This design comes from an exercise in tuning for a short achievable clock period and few clock cycles on the open sky130 flow, not from production work. In this exercise RTL edits were held to simulation tests only and were not proved equivalent to the original. No activity file was given, so power comes from the tool's default toggle rates.

==> design/flow/design.v <==
`default_nettype none
package rv_pkg;
    localparam int xlen       = 32;
    localparam int count_w    = 40;
    localparam int reg_addr_w = 5;
    localparam logic [6:0] op_imm    = 7'b0010011;
    localparam logic [6:0] op_op     = 7'b0110011;
    localparam logic [6:0] op_lui    = 7'b0110111;
    localparam logic [6:0] op_auipc  = 7'b0010111;
    localparam logic [6:0] op_jal    = 7'b1101111;
    localparam logic [6:0] op_jalr   = 7'b1100111;
    localparam logic [6:0] op_branch = 7'b1100011;
    localparam logic [6:0] op_load   = 7'b0000011;
    localparam logic [6:0] op_store  = 7'b0100011;
    localparam logic [2:0] f3_add = 3'b000;
    localparam logic [2:0] f3_sll = 3'b001;
    localparam logic [2:0] f3_xor = 3'b100;
    localparam logic [2:0] f3_sra = 3'b101;
    localparam logic [2:0] f3_and = 3'b111;
    localparam logic [2:0] f3_beq = 3'b000;
    localparam logic [2:0] f3_bne = 3'b001;
    localparam logic [2:0] f3_blt = 3'b100;
    localparam logic [2:0] f3_bge = 3'b101;
    localparam logic [6:0] f7_base = 7'b0000000;
    localparam logic [6:0] f7_alt  = 7'b0100000;  
    typedef union packed {
        struct packed {
            logic [6:0]            funct7;
            logic [reg_addr_w-1:0] rs2;
            logic [reg_addr_w-1:0] rs1;
            logic [2:0]            funct3;
            logic [reg_addr_w-1:0] rd;
            logic [6:0]            opcode;
        } r;
        struct packed {
            logic [11:0]           imm;
            logic [reg_addr_w-1:0] rs1;
            logic [2:0]            funct3;
            logic [reg_addr_w-1:0] rd;
            logic [6:0]            opcode;
        } i;
        struct packed {
            logic [6:0]            imm_hi;
            logic [reg_addr_w-1:0] rs2;
            logic [reg_addr_w-1:0] rs1;
            logic [2:0]            funct3;
            logic [4:0]            imm_lo;
            logic [6:0]            opcode;
        } s;
        struct packed {
            logic [19:0]           imm;
            logic [reg_addr_w-1:0] rd;
            logic [6:0]            opcode;
        } u;
        struct packed {
            logic                  imm12;
            logic [5:0]            imm10_5;
            logic [reg_addr_w-1:0] rs2;
            logic [reg_addr_w-1:0] rs1;
            logic [2:0]            funct3;
            logic [3:0]            imm4_1;
            logic                  imm11;
            logic [6:0]            opcode;
        } b;
        struct packed {
            logic                  imm20;
            logic [9:0]            imm10_1;
            logic                  imm11;
            logic [7:0]            imm19_12;
            logic [reg_addr_w-1:0] rd;
            logic [6:0]            opcode;
        } j;
    } instr_t;
endpackage
`default_nettype wire
`timescale 1ns/100ps
`default_nettype none
module rv_ks_add #(
    parameter int w = 32
) (
    input  wire [w-1:0]  a,
    input  wire [w-1:0]  b,
    input  wire          cin,
    output logic [w-1:0] s,
    output logic         cout
);
    localparam int nl = (w <= 2) ? 1 : (w <= 4) ? 2 : (w <= 8) ? 3 : (w <= 16) ? 4 :
                        (w <= 32) ? 5 : 6;
    logic [(nl+1)*w-1:0] g, p;
    logic [w-1:0]        p0;
    assign p0       = a ^ b;
    assign g[w-1:0] = (a & b) | {{(w-1){1'b0}}, p0[0] & cin};
    assign p[w-1:0] = p0;
    for (genvar l = 0; l < nl; l++) begin : g_lvl
        for (genvar i = 0; i < w; i++) begin : g_bit
            if (i >= (1 << l)) begin : g_op
                assign g[(l+1)*w+i] = g[l*w+i] | (p[l*w+i] & g[l*w+i-(1<<l)]);
                assign p[(l+1)*w+i] = p[l*w+i] & p[l*w+i-(1<<l)];
            end else begin : g_pass
                assign g[(l+1)*w+i] = g[l*w+i];
                assign p[(l+1)*w+i] = p[l*w+i];
            end
        end
    end
    assign s    = p0 ^ {g[nl*w +: w-1], cin};
    assign cout = g[nl*w+w-1];
endmodule
`default_nettype wire
`default_nettype none
module rv_ks_add_cl #(
    parameter int w = 32
) (
    input  wire [w-1:0]  a,
    input  wire [w-1:0]  b,
    input  wire          cin,
    output logic [w-1:0] s,
    output logic         cout
);
    localparam int nl = (w <= 2) ? 1 : (w <= 4) ? 2 : (w <= 8) ? 3 : (w <= 16) ? 4 :
                        (w <= 32) ? 5 : 6;
    logic [(nl+1)*w-1:0] g, p;
    logic [w-1:0]        p0, c;
    assign p0       = a ^ b;
    assign g[w-1:0] = a & b;
    assign p[w-1:0] = p0;
    for (genvar l = 0; l < nl; l++) begin : g_lvl
        for (genvar i = 0; i < w; i++) begin : g_bit
            if (i >= (1 << l)) begin : g_op
                assign g[(l+1)*w+i] = g[l*w+i] | (p[l*w+i] & g[l*w+i-(1<<l)]);
                assign p[(l+1)*w+i] = p[l*w+i] & p[l*w+i-(1<<l)];
            end else begin : g_pass
                assign g[(l+1)*w+i] = g[l*w+i];
                assign p[(l+1)*w+i] = p[l*w+i];
            end
        end
    end
    assign c = g[nl*w +: w] | (p[nl*w +: w] & {w{cin}});
    assign s    = p0 ^ {c[w-2:0], cin};
    assign cout = c[w-1];
endmodule
`default_nettype wire
`timescale 1ns/100ps
`default_nettype none
module rv_core #(
    parameter int mem_words   = 262144,
    parameter int dmem_addr_w = 18,
    parameter int imem_addr_w = 15
) (
    input  wire                            clk,
    input  wire                            rst,
    output logic [imem_addr_w-1:0]         imem_addr,
    input  wire [31:0]                     imem_data,
    output logic [dmem_addr_w-1:0]         dmem_addr,
    output logic [31:0]                    dmem_wdata,
    output logic                           dmem_we,
    input  wire [31:0]                     dmem_rdata,
    output logic                           halted,
    output logic [39:0]                    retired
);
    localparam int nbtb = 4;
    localparam logic [6:0] op_imm    = 7'b0010011;
    localparam logic [6:0] op_op     = 7'b0110011;
    localparam logic [6:0] op_lui    = 7'b0110111;
    localparam logic [6:0] op_auipc  = 7'b0010111;
    localparam logic [6:0] op_jal    = 7'b1101111;
    localparam logic [6:0] op_jalr   = 7'b1100111;
    localparam logic [6:0] op_branch = 7'b1100011;
    localparam logic [6:0] op_load   = 7'b0000011;
    localparam logic [6:0] op_store  = 7'b0100011;
    logic [31:0] pc_f;
    logic [imem_addr_w-1:0] ia_n;    
    logic        ex_valid;
    logic [31:0] ex_pc, ex_pc4, ex_imm;
    logic [31:0] ex_a, ex_badd, ex_b2, ex_const;
    logic [4:0]  ex_shamt;
    logic [4:0]  ex_rd;
    logic        ex_wr, ex_load, ex_store, ex_jal, ex_jalr, ex_br, ex_sub, ex_self;
    logic        ex_beq, ex_bne, ex_blt, ex_bge;
    logic        ex_sel_add, ex_sel_xor, ex_sel_and, ex_sel_sll, ex_sel_sra;
    logic        ex_pred, ex_predv;
    logic [nbtb-1:0] ex_hit;
    logic        ex_sd_fwd;
    logic        s2_wr, s2_load;
    logic [4:0]  s2_rd;
    logic [31:0] s2_res, s2_val;
    logic [nbtb-1:0] btb_v;
    logic [31:0]     btb_tag [0:nbtb-1];
    logic [31:0]     btb_tgt [0:nbtb-1];
    logic [1:0]      btb_ptr;
    logic            bu_add, bu_del;
    logic [31:0]     bu_pc, bu_tgt;
    logic [nbtb-1:0] bu_hit;
    assign imem_addr = ~ia_n;
    logic [31:0] sum, tgt, ex_res, x_xor, x_and, x_sll, x_sra;
    logic        eq, lt, taken, act_taken, redirect, halt_now, jalr_self;
    logic sum_co, tgt_co, ge_s;
    logic [31:0] cmp_s;
    rv_ks_add_cl #(.w(32)) u_sum (.a(ex_a), .b(ex_badd), .cin(ex_sub), .s(sum), .cout(sum_co));
    rv_ks_add #(.w(32)) u_tgt (.a(ex_pc), .b(ex_imm), .cin(1'b0), .s(tgt), .cout(tgt_co));
    rv_ks_add_cl #(.w(32)) u_cmp (.a({~ex_a[31], ex_a[30:0]}), .b({~ex_badd[31], ex_badd[30:0]}),
                               .cin(1'b1), .s(cmp_s), .cout(ge_s));
    assign x_xor = ex_a ^ ex_b2;
    assign x_and = ex_a & ex_b2;
    assign x_sll = ex_a << ex_shamt;
    assign x_sra = $signed(ex_a) >>> ex_shamt;
    logic [31:0] res_oth;
    assign res_oth = ({32{ex_sel_xor}} & x_xor) | ({32{ex_sel_and}} & x_and) |
                     ({32{ex_sel_sll}} & x_sll) | ({32{ex_sel_sra}} & x_sra) | ex_const;
    assign ex_res  = ({32{ex_sel_add}} & sum) | res_oth;
    assign eq    = (ex_a == ex_b2);
    assign lt    = ~ge_s;
    assign taken = (ex_beq & eq) | (ex_bne & ~eq) | (ex_blt & lt) | (ex_bge & ~lt);
    assign act_taken = ex_jal | taken;
    assign redirect  = ex_valid & (ex_jalr | (act_taken ^ ex_predv) | (ex_pred & ~ex_predv));
    assign jalr_self = (sum[imem_addr_w+1:2] == ex_pc[imem_addr_w+1:2]);
    assign halt_now  = ex_valid & ((act_taken & ex_self) | (ex_jalr & jalr_self));
    logic [39:0] ret_inc;
    logic        ret_co;
    rv_ks_add #(.w(40)) u_ret (.a(retired), .b(40'd1), .cin(1'b0), .s(ret_inc), .cout(ret_co));
    logic [6:0] opc;
    logic [2:0] f3;
    logic [6:0] f7;
    logic [4:0] rs1, rs2, rd;
    logic       d_imm, d_op, d_lui, d_auipc, d_jal, d_jalr, d_br, d_load, d_store;
    logic [31:0] imm_i, imm_s, imm_u, imm_b, imm_j;
    assign opc = imem_data[6:0];
    assign rd  = imem_data[11:7];
    assign f3  = imem_data[14:12];
    assign rs1 = imem_data[19:15];
    assign rs2 = imem_data[24:20];
    assign f7  = imem_data[31:25];
    assign d_imm   = (opc == op_imm);
    assign d_op    = (opc == op_op);
    assign d_lui   = (opc == op_lui);
    assign d_auipc = (opc == op_auipc);
    assign d_jal   = (opc == op_jal);
    assign d_jalr  = (opc == op_jalr);
    assign d_br    = (opc == op_branch);
    assign d_load  = (opc == op_load);
    assign d_store = (opc == op_store);
    assign imm_i = {{20{imem_data[31]}}, imem_data[31:20]};
    assign imm_s = {{20{imem_data[31]}}, imem_data[31:25], imem_data[11:7]};
    assign imm_u = {imem_data[31:12], 12'b0};
    assign imm_b = {{19{imem_data[31]}}, imem_data[31], imem_data[7], imem_data[30:25],
                    imem_data[11:8], 1'b0};
    assign imm_j = {{11{imem_data[31]}}, imem_data[31], imem_data[19:12], imem_data[20],
                    imem_data[30:21], 1'b0};
    logic [31:0] imm_bj;
    logic        cy_bj, self_bj;
    assign imm_bj  = d_jal ? imm_j : imm_b;
    assign cy_bj   = imm_bj[1] & pc_f[1];
    assign self_bj = cy_bj ? (&imm_bj[imem_addr_w+1:2]) : ~(|imm_bj[imem_addr_w+1:2]);
    logic use1, use2, d_wr;
    assign use1 = d_imm | d_op | d_jalr | d_br | d_load | d_store;
    assign use2 = d_op | d_br | d_store;
    assign d_wr = (d_imm | d_op | d_lui | d_auipc | d_jal | d_jalr) & (rd != 5'd0);
    logic ex_fw1, ex_fw2, s2_fw1, s2_fw2, ld1, ld2, stall, sd_fwd;
    assign ex_fw1 = ex_valid & ex_wr & (ex_rd == rs1);
    assign ex_fw2 = ex_valid & ex_wr & (ex_rd == rs2);
    assign ld1    = ex_valid & ex_load & (ex_rd == rs1) & (rs1 != 5'd0);
    assign ld2    = ex_valid & ex_load & (ex_rd == rs2) & (rs2 != 5'd0);
    assign s2_fw1 = s2_wr & (s2_rd == rs1);
    assign s2_fw2 = s2_wr & (s2_rd == rs2);
    assign s2_val = s2_load ? dmem_rdata : s2_res;
    assign stall  = (use1 & ld1) | (use2 & ~d_store & ld2);
    assign sd_fwd = d_store & ld2;
    logic [31:0][31:0] q;    
    logic [31:0] rf1, rf2, w1, w2;
    always_comb begin
        rf1 = '0;
        rf2 = '0;
        for (int r = 1; r < 32; r++) begin
            rf1 = rf1 | ({32{rs1 == 5'(r)}} & q[r]);
            rf2 = rf2 | ({32{rs2 == 5'(r)}} & q[r]);
        end
    end
    assign w1 = s2_fw1 ? s2_val : rf1;
    assign w2 = s2_fw2 ? s2_val : rf2;
    logic d_sub, d_immb;
    logic [31:0] immv;
    assign d_sub  = (d_op & (f3 == 3'b000) & (f7 == 7'b0100000)) | d_br;
    assign d_immb = d_imm | d_load | d_store | d_auipc | d_jalr;
    assign immv   = d_store ? imm_s : (d_auipc ? imm_u : imm_i);
    logic        fa, fb, fb2;
    logic [31:0] a_early, b_early, b2_early;
    assign fa       = ex_fw1 & ~d_auipc;
    assign fb       = ex_fw2 & ~d_immb;
    assign fb2      = ex_fw2 & ~d_imm;
    assign a_early  = d_auipc ? pc_f : w1;
    assign b_early  = d_immb ? immv : (d_sub ? ~w2 : w2);
    assign b2_early = d_imm ? imm_i : w2;
    logic [nbtb-1:0] hit, hit_full;
    logic            pred, predv;
    logic [31:0]     pred_pc;
    always_comb begin
        pred_pc = '0;
        for (int i = 0; i < nbtb; i++) begin
            hit[i] = btb_v[i] & (btb_tag[i][imem_addr_w+1:2] == pc_f[imem_addr_w+1:2]);
            hit_full[i] = (btb_tag[i][31:imem_addr_w+2] == pc_f[31:imem_addr_w+2]) &
                          (btb_tag[i][1:0] == pc_f[1:0]);
            pred_pc = pred_pc | ({32{hit[i]}} & btb_tgt[i]);
        end
    end
    assign pred  = |hit;
    assign predv = pred & ((hit & ~hit_full) == '0);
    logic        spred, sp_co, hm_co;
    logic [12:0] sp_lo;
    logic [18:0] pc_hm1;
    logic [31:0] spc;
    rv_ks_add #(.w(13)) u_splo (.a(pc_f[12:0]), .b(imm_b[12:0]), .cin(1'b0), .s(sp_lo), .cout(sp_co));
    rv_ks_add #(.w(19)) u_sphi (.a(pc_f[31:13]), .b('1), .cin(1'b0), .s(pc_hm1), .cout(hm_co));
    assign spc   = {sp_co ? pc_f[31:13] : pc_hm1, sp_lo};
    assign spred = d_br & imem_data[31] & ~f3[1];
    logic [31:0] pc_f4;
    logic        pc4_co;
    rv_ks_add #(.w(30)) u_pc4 (.a(pc_f[31:2]), .b(30'd1), .cin(1'b0), .s(pc_f4[31:2]), .cout(pc4_co));
    assign pc_f4[1:0] = pc_f[1:0];
    logic [31:0] norm, x_t, x_nt, x_nb, pc_next;
    assign norm = stall ? pc_f : (pred ? pred_pc : (spred ? spc : pc_f4));
    assign x_t  = ex_predv ? norm : tgt;
    assign x_nt = ex_pred ? ex_pc4 : norm;
    always_comb begin
        if (ex_valid & ex_jalr)
            x_nb = {sum[31:1], 1'b0};
        else if (ex_valid & ex_jal & ~ex_predv)
            x_nb = tgt;
        else if (ex_valid & ~ex_jal & ex_pred)
            x_nb = ex_pc4;
        else
            x_nb = norm;
    end
    assign pc_next = (ex_valid & ex_br) ? (taken ? x_t : x_nt) : x_nb;
    logic fd_go;
    assign fd_go = ~halted & ~redirect & ~stall;
    assign q[0] = 32'd0;
    for (genvar r = 1; r < 32; r++) begin : g_rf
        logic [31:0] x;
        always_ff @(posedge clk) begin
            if (r == 2 && !rst)
                x <= 32'(mem_words * 4);
            else if (s2_wr & (s2_rd == 5'(r)))
                x <= s2_val;
        end
        assign q[r] = x;
    end
    always_ff @(posedge clk) begin
        ex_pc     <= pc_f;
        ex_pc4    <= pc_f4;
        ex_imm    <= imm_bj;
        ex_self   <= self_bj;
        ex_a      <= (fa & ex_sel_add) ? sum : (fa ? res_oth : a_early);
        ex_badd   <= (fb & ex_sel_add) ? (d_sub ? ~sum : sum) :
                     (fb ? (d_sub ? ~res_oth : res_oth) : b_early);
        ex_b2     <= (fb2 & ex_sel_add) ? sum : (fb2 ? res_oth : b2_early);
        ex_shamt  <= rs2;
        ex_rd     <= rd;
        ex_wr     <= d_wr;
        ex_load   <= d_load;
        ex_store  <= d_store;
        ex_jal    <= d_jal;
        ex_jalr   <= d_jalr;
        ex_br     <= d_br;
        ex_sub    <= d_sub;
        ex_beq    <= d_br & (f3 == 3'b000);
        ex_bne    <= d_br & (f3 == 3'b001);
        ex_blt    <= d_br & (f3 == 3'b100);
        ex_bge    <= d_br & (f3 == 3'b101);
        ex_sel_add <= (d_imm & (f3 == 3'b000)) | d_auipc |
                      (d_op & (f3 == 3'b000) & ((f7 == 7'b0000000) | (f7 == 7'b0100000)));
        ex_sel_xor <= (d_imm | d_op) & (f3 == 3'b100);
        ex_sel_and <= d_imm & (f3 == 3'b111);
        ex_sel_sll <= d_imm & (f3 == 3'b001);
        ex_sel_sra <= d_imm & (f3 == 3'b101);
        ex_const  <= d_lui ? imm_u : ((d_jal | d_jalr) ? pc_f4 : 32'd0);
        ex_pred   <= pred | spred;
        ex_predv  <= predv | (~pred & spred);
        ex_hit    <= hit;
        ex_sd_fwd <= sd_fwd;
        if (ex_load | ex_store) dmem_addr <= sum[dmem_addr_w+1:2];
        if (ex_store) dmem_wdata <= ex_sd_fwd ? dmem_rdata : ex_b2;
        s2_rd   <= ex_rd;
        s2_res  <= ex_res;
        s2_load <= ex_load;
        bu_pc   <= ex_pc;
        bu_tgt  <= tgt;
        bu_hit  <= ex_hit;
        if (!rst) begin
            pc_f     <= '0;
            ia_n     <= '1;
            ex_valid <= 1'b0;
            s2_wr    <= 1'b0;
            bu_add   <= 1'b0;
            bu_del   <= 1'b0;
            dmem_we  <= 1'b0;
            halted   <= 1'b0;
            retired  <= '0;
            btb_v    <= '0;
            btb_ptr  <= '0;
        end else begin
            pc_f     <= pc_next;
            ia_n     <= ~pc_next[imem_addr_w+1:2];
            ex_valid <= fd_go;
            s2_wr    <= ex_valid & ~halted & (ex_wr | (ex_load & (ex_rd != 5'd0)));
            dmem_we  <= ex_valid & ~halted & ex_store;
            if (halt_now) halted <= 1'b1;
            if (ex_valid & ~halted) retired <= ret_inc;
            bu_add <= ex_valid & ~halted & act_taken & ~ex_predv;
            bu_del <= ex_valid & ~halted & ~act_taken & ex_pred;
            if (bu_add) begin
                btb_v[btb_ptr]   <= 1'b1;
                btb_tag[btb_ptr] <= bu_pc;
                btb_tgt[btb_ptr] <= bu_tgt;
                btb_ptr          <= btb_ptr + 1'b1;
            end else if (bu_del) begin
                btb_v <= btb_v & ~bu_hit;
            end
        end
    end
endmodule
`default_nettype wire
==> design/flow/run.sh <==
#!/bin/bash
# synth_recipe.tcl (not shown) runs the flow's synth.tcl, then flattens the netlist and writes it again
# the make line also repeats each setting of config.mk as NAME=value (left out here)
make -C /OpenROAD-flow-scripts/flow DESIGN_CONFIG=/design/flow/config.mk WORK_HOME=/design/flow/orfs CLKGATE_MAP_FILE= SYNTH_SCRIPT=/design/flow/synth_recipe.tcl finish
==> design/flow/config.mk <==
export PLATFORM = sky130hd
export DESIGN_NAME = rv_core
export DESIGN_NICKNAME = rv_core
export VERILOG_FILES = /design/flow/design.v
export SDC_FILE = /design/flow/constraint.sdc
export NUM_CORES = 4
export LEC_CHECK = 0
export ABC_AREA = 1
export ABC_CLOCK_PERIOD_IN_PS = 2400
export CAP_MARGIN = 20
export CORE_MARGIN = 2
export CORE_UTILIZATION = 40
export PLACE_DENSITY = 0.6
export SETUP_SLACK_MARGIN = 3.6
export SLEW_MARGIN = 20
==> design/flow/constraint.sdc <==
create_clock -name core_clock -period 6.0 [get_ports {clk}]
set_input_delay 1.2000 -clock core_clock [delete_from_list [all_inputs] [get_ports {clk}]]
set_output_delay 1.2000 -clock core_clock [all_outputs]
set_load 0.01 [all_outputs]
==> flow_summary.json, run 1 <==
{
  "wire_per_inst_um": 39.1,
  "fill_cells": 19600,
  "viasPerCell": 6.49,
  "clock_sink_count": 1742,
  "fin_crit_ps": 3100,
  "ys_seq_elements": 1742,
  "clockBufferDepth": 3,
  "syn_to_final_growth_pct": 40.8,
  "netlist_area_mm2": 0.0893,
  "syn-num-nets": 10800,
  "grt_overflow": 0,
  "synth_ff_type": "edfxtp_1",
  "regToRegSetupSlack_ps": 2900,
  "place_area_mm2": 0.0974,
  "ys_types": 73,
  "finalSetupViolCount": 0,
  "die_area_mm2": 0.227,
  "rr_startpoint": "ex_a[31]$_DFF_P_",
  "maxCapViolCount": 0,
  "firstDrtPassIters": 15,
  "yosysTopAreaCell": "edfxtp_1",
  "worstMarginPinSlew_ps": 1250,
  "crit_fanout": 8,
  "crit_slowest_cell": "dfxtp_4",
  "grt_start_max_net_pins": 67,
  "ios": 173,
  "min_path_type": "reg -> reg",
  "cts_root_buffer": "clkbuf_16",
  "power_density_mw_per_mm2": 264,
  "htree_levels": 4,
  "cts_hold_buf": 0,
  "drive_above_1_share_pct": 30.9,
  "start_util_pct": 40.2,
  "synth_cells": 10600,
  "crit_type": "reg -> reg",
  "synth_edf_count": 1262,
  "register_area_mm2": 0.0479,
  "cts_tree": "yes",
  "hold_violations": 0,
  "ys_seq_area_share_pct": 53.2,
  "io_buffers": 172,
  "remaining_drc_errors": 0,
  "grt_usage_pct": 49.7,
  "setup_ws_ps": 2900,
  "slew_viol_final": 0,
  "dieWidth_um": 477,
  "die_height_um": 477,
  "cts_buffers": 196,
  "syn_area_per_cell_um2": 8.43,
  "clock.fmax_mhz": 323,
  "ant_nets": 0,
  "synthTopCellsByArea": "edfxtp_1, nand2_1, dfxtp_1, inv_1, nor2_1",
  "ir_drop_v": 0.000317,
  "critPathArrivalTime_ps": 3820,
  "yosys_warnings": 1,
  "fp-row-count": 173,
  "wl_mm": 589,
  "final_core_util_pct": 56.6,
  "skew_ps": 104,
  "critPathMaxStageDelay_ps": 480,
  "outcome": "finished clean",
  "worstHoldEndpoint": "bu_hit[3]$_DFF_P_",
  "rsz0062_at_grt": "yes",
  "crit_required_ps": 6730,
  "holdPathStages": 0,
  "hpwl_mm": 371,
  "r2r_cells": 14,
  "core_mm2": 0.222,
  "num-nets-final": 12000,
  "pre_cts_slack_ps": 381,
  "design_area_mm2": 0.126,
  "synth_top_area_share_pct": 42.4,
  "maxSlewHeadroom_pct": 16.5,
  "post-route-period-util_pct": 51.6,
  "dr_total_vias": 97800,
  "cp-start-kind": "flip-flop",
  "crit_path_cell_trace": "clkinvlp_4, ha_4, nand4_1, nor3_4, nand4_1, nand4_1, nand3_4, buf_12, buf_12, inv_16, buf_12, nand3_4, nand3_2, nand3_2",
  "p_leak_nw": 51.1,
  "grt_pass1_wl_mm": 768,
  "grt_pass1_vias": 88100,
  "clk_pin_slew_ps": 60,
  "multiInputGateArea_mm2": 0.0439,
  "drt_iter0_drc": 17900,
  "cp-end-kind": "flip-flop",
  "async_flop_share_pct": 0,
  "worstHoldStart": "ex_hit[3]$_DFF_P_",
  "reg2reg_to": "ia_n[0]$_SDFF_PN1_",
  "gp_congestion": 1.08,
  "antenna_found_initial": 51,
  "worstSkewPairLatency_ps": 950
}
## flip-flops by register name (all words and copies together), names as in the netlist, 15 cells and up
name / flops
ia_n: 15
s2_res: 32
retired: 40
ex_pc4: 32
btb_tag: 128
pc_f: 32
ex_const: 32
btb_tgt: 124
bu_pc: 31
dmem_wdata: 32
ex_badd: 32
bu_tgt: 32
ex_a: 32
g_rf.x: 992
dmem_addr: 18
ex_pc: 30
ex_b2: 32
ex_imm: 20
## through the flow
stage                     hold slack, ps  TNS [ps]  std cells  total power, mW
after detailed placement             312         0      13700             17.6
final                                326         0      15100             33.2
after global routing                 332         0      15000             33.7
after global placement               313     -47.9      13700             17.6
after floorplan                      310         0      10600             15.5
after CTS                            325         0      14700             32.1
## worst max-delay path: cells and delay by family (launching register included)
kind                     cells  cell delay [ps]
adder cells (fa/ha/maj)      1              310
buffers and inverters        5              770
flip-flops                   1              480
AND/OR/NAND/NOR              8             1300
## cell type report
cell class | count | share of cell area, %
diodes | 66 | 0.131
clock buffers | 242 | 4.21
clock inverters | 125 | 1.32
inverters | 1360 | 4.76
multi-input cells | 7047 | 34.9
flip-flops and latches | 1742 | 38.1
well taps | 2975 | 2.96
repair buffers | 1479 | 13.5
repair inverters | 32 | 0.200
## worst max path at each step
stage                     startpoint                   to  depth (start not counted)
floorplan               imem_data[8]  ia_n[12]$_SDFF_PN1_                         16
global placement       imem_data[16]     ex_a[20]$_DFF_P_                         13
detailed placement     imem_data[16]     ex_a[20]$_DFF_P_                         14
CTS                 ex_a[17]$_DFF_P_  pc_f[24]$_SDFF_PN0_                         16
global route        ex_a[31]$_DFF_P_   ia_n[0]$_SDFF_PN1_                         14
finish              ex_a[31]$_DFF_P_   ia_n[0]$_SDFF_PN1_                         14
## logic make-up after synthesis
group	after synthesis	share of synthesized area, %
multiplexers	7	0.0784
adder cells (fa/ha/maj)	117	1.66
flip-flops	1742	53.2
AND/OR/NAND/NOR	4973	23.6
buffers and inverters	1805	8.08
XOR/XNOR	120	1.18
AO/OA/AOI/OAI	1828	12.3
## layout by cell type (no fill, tap or decap), drive strengths merged, types with 10 or more instances in the layout
master	synthesis	layout
clkdlybuf4s50	0	32
xor2	63	63
o21a	18	18
diode	0	66
nor2	952	952
or2	31	31
edfxtp	1262	1262
o21bai	20	20
a21oi	369	369
o221ai	28	28
a221oi	42	42
a31oi	18	18
a22oi	49	49
bufinv	0	29
buf	250	1426
nand2	2878	2880
o21ai	663	663
ha	114	114
clkinvlp	0	85
nor4	63	63
dfxtp	480	480
nor3	94	94
a211oi	53	53
o211ai	94	94
nand4	218	218
clkinv	23	104
nand3	681	681
and3	12	12
clkbuf	195	246
o2111ai	80	80
nand3b	29	29
inv	1337	1299
xnor2	57	57
and2	10	10
o22ai	351	351
## report_power, final
group          total [mW]  internal [mW]  switching, mW
sequential           13.5           13.0          0.449
combinational        6.60           2.41           4.18
clock                13.1           7.57           5.57
total                33.2           23.0           10.2
## per-layer routing
metal  wire (um)  global-route usage (%)  vias up
met5        1960                    4.29        -
met4       66900                    42.1       42
met3       86100                    20.8     3188
met2      234000                    69.3     9080
met1      200000                    58.7    46800
li1            -                       -    38700
## cell usage after synthesis, types with 52 or more instances
master	number
nor2_1	919
a21oi_1	367
nand3_1	668
o211ai_1	93
nor3_1	86
inv_1	1288
nand4_1	217
o2111ai_1	80
xnor2_1	57
edfxtp_1	1262
xor2_1	63
a211oi_1	52
buf_2	176
nor4_1	63
o21ai_0	627
dfxtp_1	480
clkbuf_1	195
o22ai_1	351
ha_1	114
nand2_1	2855
## repair_timing
item | 4_1_cts | 5_1_grt
setup endpoints to repair | 1357 | 817
gates resized for setup | 2757 | 887
pin swaps | 552 | 506
hold endpoints to repair | 0 | 0
cloned | 59 | 15
buffers inserted | 667 | 238
Testbench counts, summed over its fixed seeds: cycles 77,742.
==> run 2, diff against run 1 <==
--- a/design/flow/design.v
+++ b/design/flow/design.v
@@ -169,13 +169,13 @@
     localparam logic [6:0] op_store  = 7'b0100011;
     logic [31:0] pc_f;
     logic [imem_addr_w-1:0] ia_n;    
-    logic        ex_valid;
+    logic        ex_valid, ex_kill, ex_live;
+    logic        ex_bq, ex_bn, ex_bl, ex_bg, ex_brv;
     logic [31:0] ex_pc, ex_pc4, ex_imm;
     logic [31:0] ex_a, ex_badd, ex_b2, ex_const;
     logic [4:0]  ex_shamt;
     logic [4:0]  ex_rd;
     logic        ex_wr, ex_load, ex_store, ex_jal, ex_jalr, ex_br, ex_sub, ex_self;
-    logic        ex_beq, ex_bne, ex_blt, ex_bge;
     logic        ex_sel_add, ex_sel_xor, ex_sel_and, ex_sel_sll, ex_sel_sra;
     logic        ex_pred, ex_predv;
     logic [nbtb-1:0] ex_hit;
@@ -209,11 +209,12 @@
     assign ex_res  = ({32{ex_sel_add}} & sum) | res_oth;
     assign eq    = (ex_a == ex_b2);
     assign lt    = ~ge_s;
-    assign taken = (ex_beq & eq) | (ex_bne & ~eq) | (ex_blt & lt) | (ex_bge & ~lt);
+    assign ex_live = ex_valid & ~ex_kill;
+    assign taken = ~ex_kill & ((ex_bq & eq) | (ex_bn & ~eq) | (ex_bl & lt) | (ex_bg & ~lt));
     assign act_taken = ex_jal | taken;
-    assign redirect  = ex_valid & (ex_jalr | (act_taken ^ ex_predv) | (ex_pred & ~ex_predv));
+    assign redirect  = ex_live & (ex_jalr | (act_taken ^ ex_predv) | (ex_pred & ~ex_predv));
     assign jalr_self = (sum[imem_addr_w+1:2] == ex_pc[imem_addr_w+1:2]);
-    assign halt_now  = ex_valid & ((act_taken & ex_self) | (ex_jalr & jalr_self));
+    assign halt_now  = ex_live & ((act_taken & ex_self) | (ex_jalr & jalr_self));
     logic [39:0] ret_inc;
     logic        ret_co;
     rv_ks_add #(.w(40)) u_ret (.a(retired), .b(40'd1), .cin(1'b0), .s(ret_inc), .cout(ret_co));
@@ -255,10 +256,10 @@
     assign use2 = d_op | d_br | d_store;
     assign d_wr = (d_imm | d_op | d_lui | d_auipc | d_jal | d_jalr) & (rd != 5'd0);
     logic ex_fw1, ex_fw2, s2_fw1, s2_fw2, ld1, ld2, stall, sd_fwd;
-    assign ex_fw1 = ex_valid & ex_wr & (ex_rd == rs1);
-    assign ex_fw2 = ex_valid & ex_wr & (ex_rd == rs2);
-    assign ld1    = ex_valid & ex_load & (ex_rd == rs1) & (rs1 != 5'd0);
-    assign ld2    = ex_valid & ex_load & (ex_rd == rs2) & (rs2 != 5'd0);
+    assign ex_fw1 = ex_live & ex_wr & (ex_rd == rs1);
+    assign ex_fw2 = ex_live & ex_wr & (ex_rd == rs2);
+    assign ld1    = ex_live & ex_load & (ex_rd == rs1) & (rs1 != 5'd0);
+    assign ld2    = ex_live & ex_load & (ex_rd == rs2) & (rs2 != 5'd0);
     assign s2_fw1 = s2_wr & (s2_rd == rs1);
     assign s2_fw2 = s2_wr & (s2_rd == rs2);
     assign s2_val = s2_load ? dmem_rdata : s2_res;
@@ -266,14 +267,8 @@
     assign sd_fwd = d_store & ld2;
     logic [31:0][31:0] q;    
     logic [31:0] rf1, rf2, w1, w2;
-    always_comb begin
-        rf1 = '0;
-        rf2 = '0;
-        for (int r = 1; r < 32; r++) begin
-            rf1 = rf1 | ({32{rs1 == 5'(r)}} & q[r]);
-            rf2 = rf2 | ({32{rs2 == 5'(r)}} & q[r]);
-        end
-    end
+    assign rf1 = q[rs1];
+    assign rf2 = q[rs2];
     assign w1 = s2_fw1 ? s2_val : rf1;
     assign w2 = s2_fw2 ? s2_val : rf2;
     logic d_sub, d_immb;
@@ -320,18 +315,23 @@
     assign x_t  = ex_predv ? norm : tgt;
     assign x_nt = ex_pred ? ex_pc4 : norm;
     always_comb begin
-        if (ex_valid & ex_jalr)
+        if (ex_live & ex_jalr)
             x_nb = {sum[31:1], 1'b0};
-        else if (ex_valid & ex_jal & ~ex_predv)
+        else if (ex_live & ex_jal & ~ex_predv)
             x_nb = tgt;
-        else if (ex_valid & ~ex_jal & ex_pred)
+        else if (ex_live & ~ex_jal & ex_pred)
             x_nb = ex_pc4;
         else
             x_nb = norm;
     end
-    assign pc_next = (ex_valid & ex_br) ? (taken ? x_t : x_nt) : x_nb;
+    logic [31:0] xt2, xnt2;
+    logic        brv;
+    assign brv     = ex_brv & ~ex_kill;
+    assign xt2     = brv ? x_t : x_nb;
+    assign xnt2    = brv ? x_nt : x_nb;
+    assign pc_next = taken ? xt2 : xnt2;
     logic fd_go;
-    assign fd_go = ~halted & ~redirect & ~stall;
+    assign fd_go = ~halted & ~stall;
     assign q[0] = 32'd0;
     for (genvar r = 1; r < 32; r++) begin : g_rf
         logic [31:0] x;
@@ -361,10 +361,6 @@
         ex_jalr   <= d_jalr;
         ex_br     <= d_br;
         ex_sub    <= d_sub;
-        ex_beq    <= d_br & (f3 == 3'b000);
-        ex_bne    <= d_br & (f3 == 3'b001);
-        ex_blt    <= d_br & (f3 == 3'b100);
-        ex_bge    <= d_br & (f3 == 3'b101);
         ex_sel_add <= (d_imm & (f3 == 3'b000)) | d_auipc |
                       (d_op & (f3 == 3'b000) & ((f7 == 7'b0000000) | (f7 == 7'b0100000)));
         ex_sel_xor <= (d_imm | d_op) & (f3 == 3'b100);
@@ -388,6 +384,12 @@
             pc_f     <= '0;
             ia_n     <= '1;
             ex_valid <= 1'b0;
+            ex_kill  <= 1'b0;
+            ex_bq    <= 1'b0;
+            ex_bn    <= 1'b0;
+            ex_bl    <= 1'b0;
+            ex_bg    <= 1'b0;
+            ex_brv   <= 1'b0;
             s2_wr    <= 1'b0;
             bu_add   <= 1'b0;
             bu_del   <= 1'b0;
@@ -400,12 +402,18 @@
             pc_f     <= pc_next;
             ia_n     <= ~pc_next[imem_addr_w+1:2];
             ex_valid <= fd_go;
-            s2_wr    <= ex_valid & ~halted & (ex_wr | (ex_load & (ex_rd != 5'd0)));
-            dmem_we  <= ex_valid & ~halted & ex_store;
+            ex_kill  <= redirect;
+            ex_bq    <= fd_go & d_br & (f3 == 3'b000);
+            ex_bn    <= fd_go & d_br & (f3 == 3'b001);
+            ex_bl    <= fd_go & d_br & (f3 == 3'b100);
+            ex_bg    <= fd_go & d_br & (f3 == 3'b101);
+            ex_brv   <= fd_go & d_br;
+            s2_wr    <= ex_live & ~halted & (ex_wr | (ex_load & (ex_rd != 5'd0)));
+            dmem_we  <= ex_live & ~halted & ex_store;
             if (halt_now) halted <= 1'b1;
-            if (ex_valid & ~halted) retired <= ret_inc;
-            bu_add <= ex_valid & ~halted & act_taken & ~ex_predv;
-            bu_del <= ex_valid & ~halted & ~act_taken & ex_pred;
+            if (ex_live & ~halted) retired <= ret_inc;
+            bu_add <= ex_live & ~halted & act_taken & ~ex_predv;
+            bu_del <= ex_live & ~halted & ~act_taken & ex_pred;
             if (bu_add) begin
                 btb_v[btb_ptr]   <= 1'b1;
                 btb_tag[btb_ptr] <= bu_pc;
==> run 2 against run 1 <==
  * Still clean on timing, DRC and antenna
  * Critical path depth up 5
  * Power down 1.3%
  * Global-route usage down 7.0 points
  * Wire length down 11%
  * Die area up 1.8%
  * Synthesized cell count up 0.75%
  * Sequential power about the same
  * Core utilization about the same
  * Non-clock buffer count down 49
  * Clock skew down 41 ps
  * Critical path type is now in -> reg
  * Critical endpoint is now pc_f[11]$_SDFF_PN0_
  * Largest cell class unchanged
  * Highest routed layer unchanged
==> flow_summary.json, run 2 <==
{
  "outcome": "finished clean",
  "worstSkewPairLatency_ps": 940,
  "maxSlewHeadroom_pct": 22.7,
  "crit_path_cell_trace": "buf_16, nor2_4, buf_6, buf_12, buf_16, nand3_4, nand4_1, o21ai_4, buf_12, buf_12, buf_6, nor3_4, nand2_1, o21ai_2, nand2_1, nand2_2, nand2_2, nor2_1, nor2_1",
  "antenna_found_initial": 39,
  "design_area_mm2": 0.128,
  "r2r_cells": 13,
  "grt_pass1_wl_mm": 694,
  "crit_fanout": 6,
  "reg.largest.list": "g_rf.x (992), btb_tag (128), btb_tgt (124)",
  "viasPerCell": 6.50,
  "syn_area_per_cell_um2": 8.52,
  "hold_violations": 0,
  "post-route-period-util_pct": 48.2,
  "cts_tree": "yes",
  "die_area_mm2": 0.231,
  "crit_slowest_cell": "nor2_4",
  "crit_required_ps": 6790,
  "place_area_mm2": 0.0970,
  "start_util_pct": 40.1,
  "cts_hold_buf": 0,
  "crit_type": "in -> reg",
  "regMostFlops": "g_rf.x",
  "synth_cells": 10700,
  "firstDrtPassIters": 8,
  "clock.fmax_mhz": 345,
  "ys_types": 65,
  "wl_mm": 524,
  "syn-num-nets": 10900,
  "ant_nets": 0,
  "largest_reg_flops": 992,
  "critPathArrivalTime_ps": 3680,
  "yosysTopAreaCell": "edfxtp_1",
  "clk_pin_slew_ps": 60,
  "wire_per_inst_um": 35.2,
  "critPathMaxStageDelay_ps": 220,
  "ys_seq_elements": 1743,
  "drt_iter0_drc": 16700,
  "fill_cells": 19300,
  "power_density_mw_per_mm2": 256,
  "synth.most_common_cell": "nand2_1",
  "core_mm2": 0.227,
  "clock_sink_count": 1743,
  "worstMarginPinSlew_ps": 1150,
  "gp_congestion": 1.03,
  "slew_viol_final": 0,
  "netlist_area_mm2": 0.0909,
  "dr_total_vias": 96800,
  "rsz0062_at_grt": "yes",
  "num-nets-final": 11900,
  "die_height_um": 481,
  "fin_setup_tns_ps": 0,
  "htree_levels": 4,
  "remaining_drc_errors": 0,
  "synth_edf_count": 1262,
  "synth_commonest_cells": "nand2_1, edfxtp_1, o21ai_0, inv_1, nor2_1",
  "dieWidth_um": 481,
  "yosys_warnings": 1,
  "cp-end-kind": "flip-flop",
  "p_leak_nw": 50.9,
  "fin_crit_ps": 2890,
  "cpMostUsedCell": "buf_12",
  "io_buffers": 172,
  "cts_buffers": 189,
  "min_path_type": "reg -> reg",
  "async_flop_share_pct": 0,
  "grt_overflow": 0,
  "grt_start_max_net_pins": 75,
  "synth_ff_type": "edfxtp_1",
  "grt_pass1_vias": 88700,
  "skew_ps": 63.6,
  "ys_seq_area_share_pct": 52.3,
  "syn_to_final_growth_pct": 41.1,
  "clockBufferDepth": 3,
  "finalSetupViolCount": 0,
  "hpwl_mm": 294,
  "final_cell_mix": "nand2_1, edfxtp_1, inv_1",
  "final_common_cell": "nand2_1",
  "drive_above_1_share_pct": 32.8,
  "ir_drop_v": 0.000363,
  "fp-row-count": 175,
  "maxCapViolCount": 0,
  "synthTopCellsByArea": "edfxtp_1, dfxtp_1, nand2_1, o21ai_0, inv_1",
  "ios": 173,
  "synth_top_area_share_pct": 41.7,
  "grt_usage_pct": 42.7,
  "holdPathStages": 0,
  "cts_root_buffer": "clkbuf_16",
  "cp-start-kind": "input pin"
}
## run 2: changes by cell type after synthesis, sizes merged, moves of 86 or more
| cell | change |
|---|---|
| nand2 | -616 |
| o21ai | +530 |
| a21oi | +446 |
| o221ai | +307 |
| o22ai | -285 |
| clkbuf | +231 |
| inv | -181 |
| nand4 | -130 |
| nor2 | -93 |
| o211ai | +86 |
## run 2: repair_timing
action,4_1_cts,5_1_grt
buffers inserted,646,243
hold endpoints to repair,0,0
resized for setup,3032,1158
gates cloned,147,25
setup endpoints to repair,940,462
pin swaps,620,739
## run 2: worst paths after layout
check / from / endpoint / slack [ps]
worst min-delay path: ex_hit[2]$_DFF_P_ / bu_hit[2]$_DFF_P_ / 330
worst max register to register: ex_shamt[0]$_DFF_P_ / ex_a[4]$_DFF_P_ / 3160
worst min register to register: ex_hit[2]$_DFF_P_ / bu_hit[2]$_DFF_P_ / 330
worst max-delay path: imem_data[20] / pc_f[11]$_SDFF_PN0_ / 3110
## run 2: kinds of logic after synthesis
group                    count (synthesis)  synth area share (%)
AO/OA/AOI/OAI                         2846                  18.5
XOR/XNOR                               128                  1.25
adder cells (fa/ha/maj)                117                  1.63
buffers and inverters                 1798                  7.69
flip-flops                            1743                  52.3
multiplexers                            40                 0.479
AND/OR/NAND/NOR                       3999                  18.2
## run 2: final cells by class
| class | count | area (um^2) | area share, % |
|---|---|---|---|
| Tap cell | 3009 | 3760 | 2.93 |
| Timing Repair Buffer | 1430 | 17800 | 13.9 |
| Inverter | 1166 | 4990 | 3.89 |
| Multi-Input combinational cell | 7139 | 47100 | 36.7 |
| Sequential cell | 1743 | 47900 | 37.4 |
| Clock buffer | 276 | 5420 | 4.23 |
| Clock inverter | 76 | 877 | 0.684 |
| Antenna cell | 19 | 47.5 | 0.0371 |
| Timing Repair inverter | 28 | 307 | 0.239 |
## run 2: layer usage
metal	up-vias	track usage [%]	wire length, um
met5	-	0.518	627
met4	38	35.6	58200
met3	2822	15.4	76100
met2	8551	60.9	211000
met1	46100	51.3	178000
li1	39300	-	-
## run 2: metrics by stage
step	setup WS (ps)	cells	util [%]	hold WS (ps)	power, mW
after global routing	3070	14900	56.6	330	33.3
after floorplan	2920	10700	-	310	15.6
after detailed placement	1040	13500	42.8	312	17.6
after global placement	1000	13500	42.8	312	17.6
after CTS	3260	14600	53.4	323	31.4
final	3110	14900	56.6	326	32.8
## run 2: worst max-delay path: cells and delay by family
kind,cells,cell delay (ps)
and+or+nand+nor,10,1200
buffers and inverters,7,1020
AOI/OAI and AO/OA,2,210
## run 2: where the power goes
part / switching, mW / leakage, nW / internal, mW / total (mW)
logic: 4.58 / 31.7 / 2.73 / 7.32
registers: 0.325 / 16.1 / 13.0 / 13.3
clock network: 5.33 / 3.07 / 6.81 / 12.1
total: 10.2 / 50.9 / 22.5 / 32.8
Testbench counts of run 2, summed over its fixed seeds: cycles 77,742.
==> run 3, diff against run 2 <==
--- a/design/flow/design.v
+++ b/design/flow/design.v
@@ -157,7 +157,7 @@
     output logic                           halted,
     output logic [39:0]                    retired
 );
-    localparam int nbtb = 4;
+    localparam int nbtb = 2;
     localparam logic [6:0] op_imm    = 7'b0010011;
     localparam logic [6:0] op_op     = 7'b0110011;
     localparam logic [6:0] op_lui    = 7'b0110111;
@@ -186,7 +186,7 @@
     logic [nbtb-1:0] btb_v;
     logic [31:0]     btb_tag [0:nbtb-1];
     logic [31:0]     btb_tgt [0:nbtb-1];
-    logic [1:0]      btb_ptr;
+    logic [0:0]      btb_ptr;
     logic            bu_add, bu_del;
     logic [31:0]     bu_pc, bu_tgt;
     logic [nbtb-1:0] bu_hit;
==> run 3 against run 2 <==
  * Worst hold slack about the same
  * Still clean
  * Core utilization is 0.64 points lower
  * Fmax rose by 3.5%
  * Critical endpoint is now ex_b2[20]$_DFF_P_
  * Via count down 5.8%
  * Highest routed layer unchanged
  * Clock-buffer cell count decreased by 26
  * Clock skew hardly changed
  * Sequential power down 8%
==> flow_summary.json, run 3 <==
{
  "p_leak_nw": 46.8,
  "reg2reg_to": "pc_f[8]$_SDFF_PN0_",
  "drive_above_1_share_pct": 30.8,
  "finalSetupViolCount": 0,
  "synth_top_area_share_pct": 39.8,
  "io_buffers": 172,
  "yosysTopAreaCell": "edfxtp_1",
  "synth_cells": 10200,
  "die_area_mm2": 0.218,
  "worstHoldEndpoint": "bu_hit[0]$_DFF_P_",
  "worstSkewPairLatency_ps": 890,
  "drt_iter0_drc": 15900,
  "worstMarginPinSlew_ps": 1220,
  "async_flop_share_pct": 0,
  "num-nets-final": 11200,
  "synth_edf_count": 1136,
  "synth_ff_type": "edfxtp_1",
  "grt_start_max_net_pins": 77,
  "final_common_cell": "nand2_1",
  "skew_ps": 63.1,
  "final_cell_mix": "nand2_1, edfxtp_1, inv_1",
  "core_mm2": 0.213,
  "ys_seq_elements": 1610,
  "synth_commonest_cells": "nand2_1, edfxtp_1, o21ai_0, inv_1, a21oi_1",
  "setup_ws_ps": 3200,
  "min_path_type": "reg -> reg",
  "cts_buffers": 180,
  "netlist_area_mm2": 0.0856,
  "fp-row-count": 169,
  "firstDrtPassIters": 10,
  "instances_no_fill": 14100,
  "hpwl_mm": 275,
  "worstHoldStart": "ex_hit[0]$_DFF_P_",
  "synth.most_common_cell": "nand2_1",
  "critPathArrivalTime_ps": 3560,
  "dieWidth_um": 467,
  "placed_cells": 12800,
  "syn_to_final_growth_pct": 38.9,
  "wl_mm": 486,
  "cpMostUsedCell": "buf_12",
  "critPathMaxStageDelay_ps": 370,
  "slew_viol_final": 0,
  "crit_fanout": 7,
  "reg.largest.list": "g_rf.x (992), btb_tag (64), btb_tgt (62)",
  "crit_path_cell_trace": "buf_16, buf_12, clkinv_16, nand2_8, buf_8, buf_12, buf_6, o221ai_2, o21ai_2, o211ai_1, nand3_4, nand2_4, a21oi_2, o22ai_2",
  "largest_reg_flops": 992,
  "grt_pass1_vias": 83000,
  "hold_violations": 0,
  "clock_sink_count": 1610,
  "critical_path_buf_inv_count": 6,
  "regMostFlops": "g_rf.x",
  "cp-start-kind": "input pin",
  "maxSlewHeadroom_pct": 18.8,
  "ys_seq_area_share_pct": 50.9,
  "clockBufferDepth": 3,
  "outcome": "finished clean",
  "fin_setup_tns_ps": 0,
  "power_density_mw_per_mm2": 260,
  "grt_pass1_wl_mm": 644,
  "r2r_cells": 15,
  "wire_per_inst_um": 34.5,
  "htree_levels": 4,
  "clock.fmax_mhz": 357,
  "fin_crit_ps": 2800,
  "grt_overflow": 0,
  "clk_pin_slew_ps": 60,
  "gp_congestion": 1.01,
  "antenna_found_initial": 40,
  "cts_root_buffer": "clkbuf_16",
  "synthTopCellsByArea": "edfxtp_1, dfxtp_1, nand2_1, o21ai_0, a21oi_1",
  "regToRegSetupSlack_ps": 3220,
  "die_height_um": 467,
  "crit_required_ps": 6760,
  "yosys_warnings": 1,
  "post-route-period-util_pct": 46.6,
  "ir_drop_v": 0.000340,
  "cts_tree": "yes",
  "syn_area_per_cell_um2": 8.41,
  "remaining_drc_errors": 0,
  "ant_nets": 0,
  "ios": 173,
  "cp-end-kind": "flip-flop",
  "crit_family": "compound AO/OA/AOI/OAI gates",
  "rr_startpoint": "ex_a[29]$_DFF_P_",
  "pre_cts_slack_ps": 1090,
  "start_util_pct": 40.3,
  "crit_type": "in -> reg",
  "dr_total_vias": 91200,
  "path_depth": 14,
  "maxCapViolCount": 0,
  "cts_hold_buf": 0,
  "grt_usage_pct": 42.0,
  "crit_slowest_cell": "o211ai_1",
  "syn-num-nets": 10400,
  "ys_types": 75,
  "viasPerCell": 6.48,
  "holdPathStages": 0,
  "rsz0062_at_grt": "yes"
}
==> run 3: cell types whose count changed in the layout (fill, tap and decap cells not counted), moves of 39 or more <==
cell / previous run / this run
nand3_2: 225 / 183
nor2_1: 646 / 565
o21ai_2: 190 / 147
inv_1: 997 / 912
buf_4: 669 / 614
edfxtp_1: 1262 / 1136
a21oi_1: 630 / 676
o221ai_1: 263 / 208
nand2_2: 322 / 283
buf_6: 260 / 210
nand3_1: 345 / 386
==> run 3: worst max path at each step <==
stage	startpoint	endpoint	slack, ps
floorplan	imem_data[8]	pc_f[18]$_SDFF_PN0_	2940
global placement	imem_data[6]	ex_badd[31]$_DFF_P_	1130
detailed placement	imem_data[2]	ex_badd[31]$_DFF_P_	1090
CTS	ex_pc[11]$_DFF_P_	pc_f[18]$_SDFF_PN0_	3230
global route	ex_a[5]$_DFF_P_	pc_f[8]$_SDFF_PN0_	3130
finish	imem_data[21]	ex_b2[20]$_DFF_P_	3200
==> run 3: where the power goes <==
group          internal, mW  total (mW)  switching (mW)
combinational          2.48        6.89            4.41
sequential             12.0        12.2           0.267
clock                  6.78        11.8            5.01
total                  21.2        30.9            9.69
==> run 3: what timing repair did <==
item,4_1_cts,5_1_grt
pin swaps,495,599
endpoints found under the setup margin,1392,503
setup buffers,534,228
gates cloned,120,37
gates resized for setup,2486,1124
==> run 3: metal layers <==
metal	wire [um]	global-route usage (%)	share of wire, %
met5	471	0	0.097
met4	51500	33.9	11
met3	72800	15.2	15
met2	195000	59.7	40
met1	166000	51.0	34
==> run 3: final cells by class <==
class                      instances  area [um^2]
clock buffer                     250         5140
multi-input combinational       6874        44300
tap                             2821         3530
timing repair buffer            1280        15800
timing repair inverter            34          367
fill                           18200        93600
clock inverter                    90         1050
antenna                           23         57.6
inverter                        1082         4730
sequential                      1610        44000
==> run 3: cell families (layout without fill, tap and decap cells) <==
family                     count (synthesis)  after routing  share of synthesized area, %
and+or+nand+nor                         3800           3811                          18.5
buffers and inverters                   1704           2736                          7.82
other                                      0             23                             0
adders and majority gates                113            113                          1.68
muxes                                     45             45                         0.573
AOI/OAI and AO/OA                       2788           2788                          19.2
xor gates and xnor gates                 117            117                          1.24
DFF                                     1610           1610                          50.9
==> run 3: stage by stage <==
| step | util (%) | cell area [um^2] | hold slack (ps) | total power [mW] |
|---|---|---|---|---|
| 2_1_floorplan | - | 87400 | 310 | 14.6 |
| 3_3_place_gp | 43.0 | 91300 | 312 | 16.5 |
| 3_5_place_dp | 43.0 | 91400 | 312 | 16.5 |
| 4_1_cts | 52.7 | 112000 | 326 | 29.8 |
| 5_1_grt | 56.0 | 119000 | 344 | 31.4 |
| 6_report | 56.0 | 119000 | 326 | 30.9 |
Testbench counts of run 3, summed over its fixed seeds: cycles 77,747.

-- afterwards: timing with drivers on the ports --
In the flow no input, the clock included, has a driving cell. The finished layouts below were timed again as built, in two steps.
Step 1 sets driving cells, clkbuf_16 on the clock port and buf_2 on the other inputs (assumed; they add their load-dependent delay and slew).
Step 2 also shifts input and output timing later by t, the mid clock arrival at the registers, as if the neighbouring blocks saw the same clock.
Slacks: ideal / step 1 / step 2; pairs: ideal / step 1.
run	shift t [ns]	setup WS [ns]	clock arrival spread, ns	worst data-port slew with drivers (ns)
run 1	1.009	2.903 / 2.903 / 1.916	0.108 / 0.108	0.24
run 2	1.006	3.105 / 2.832 / 1.827	0.069 / 0.069	0.48
run 3	0.952	3.202 / 2.897 / 1.946	0.065 / 0.065	0.46
After both steps every run listed still meets setup and hold. For run 2, which loses most, drivers alone change the setup slack by -0.273 ns; drivers and shift together by -1.278 ns.
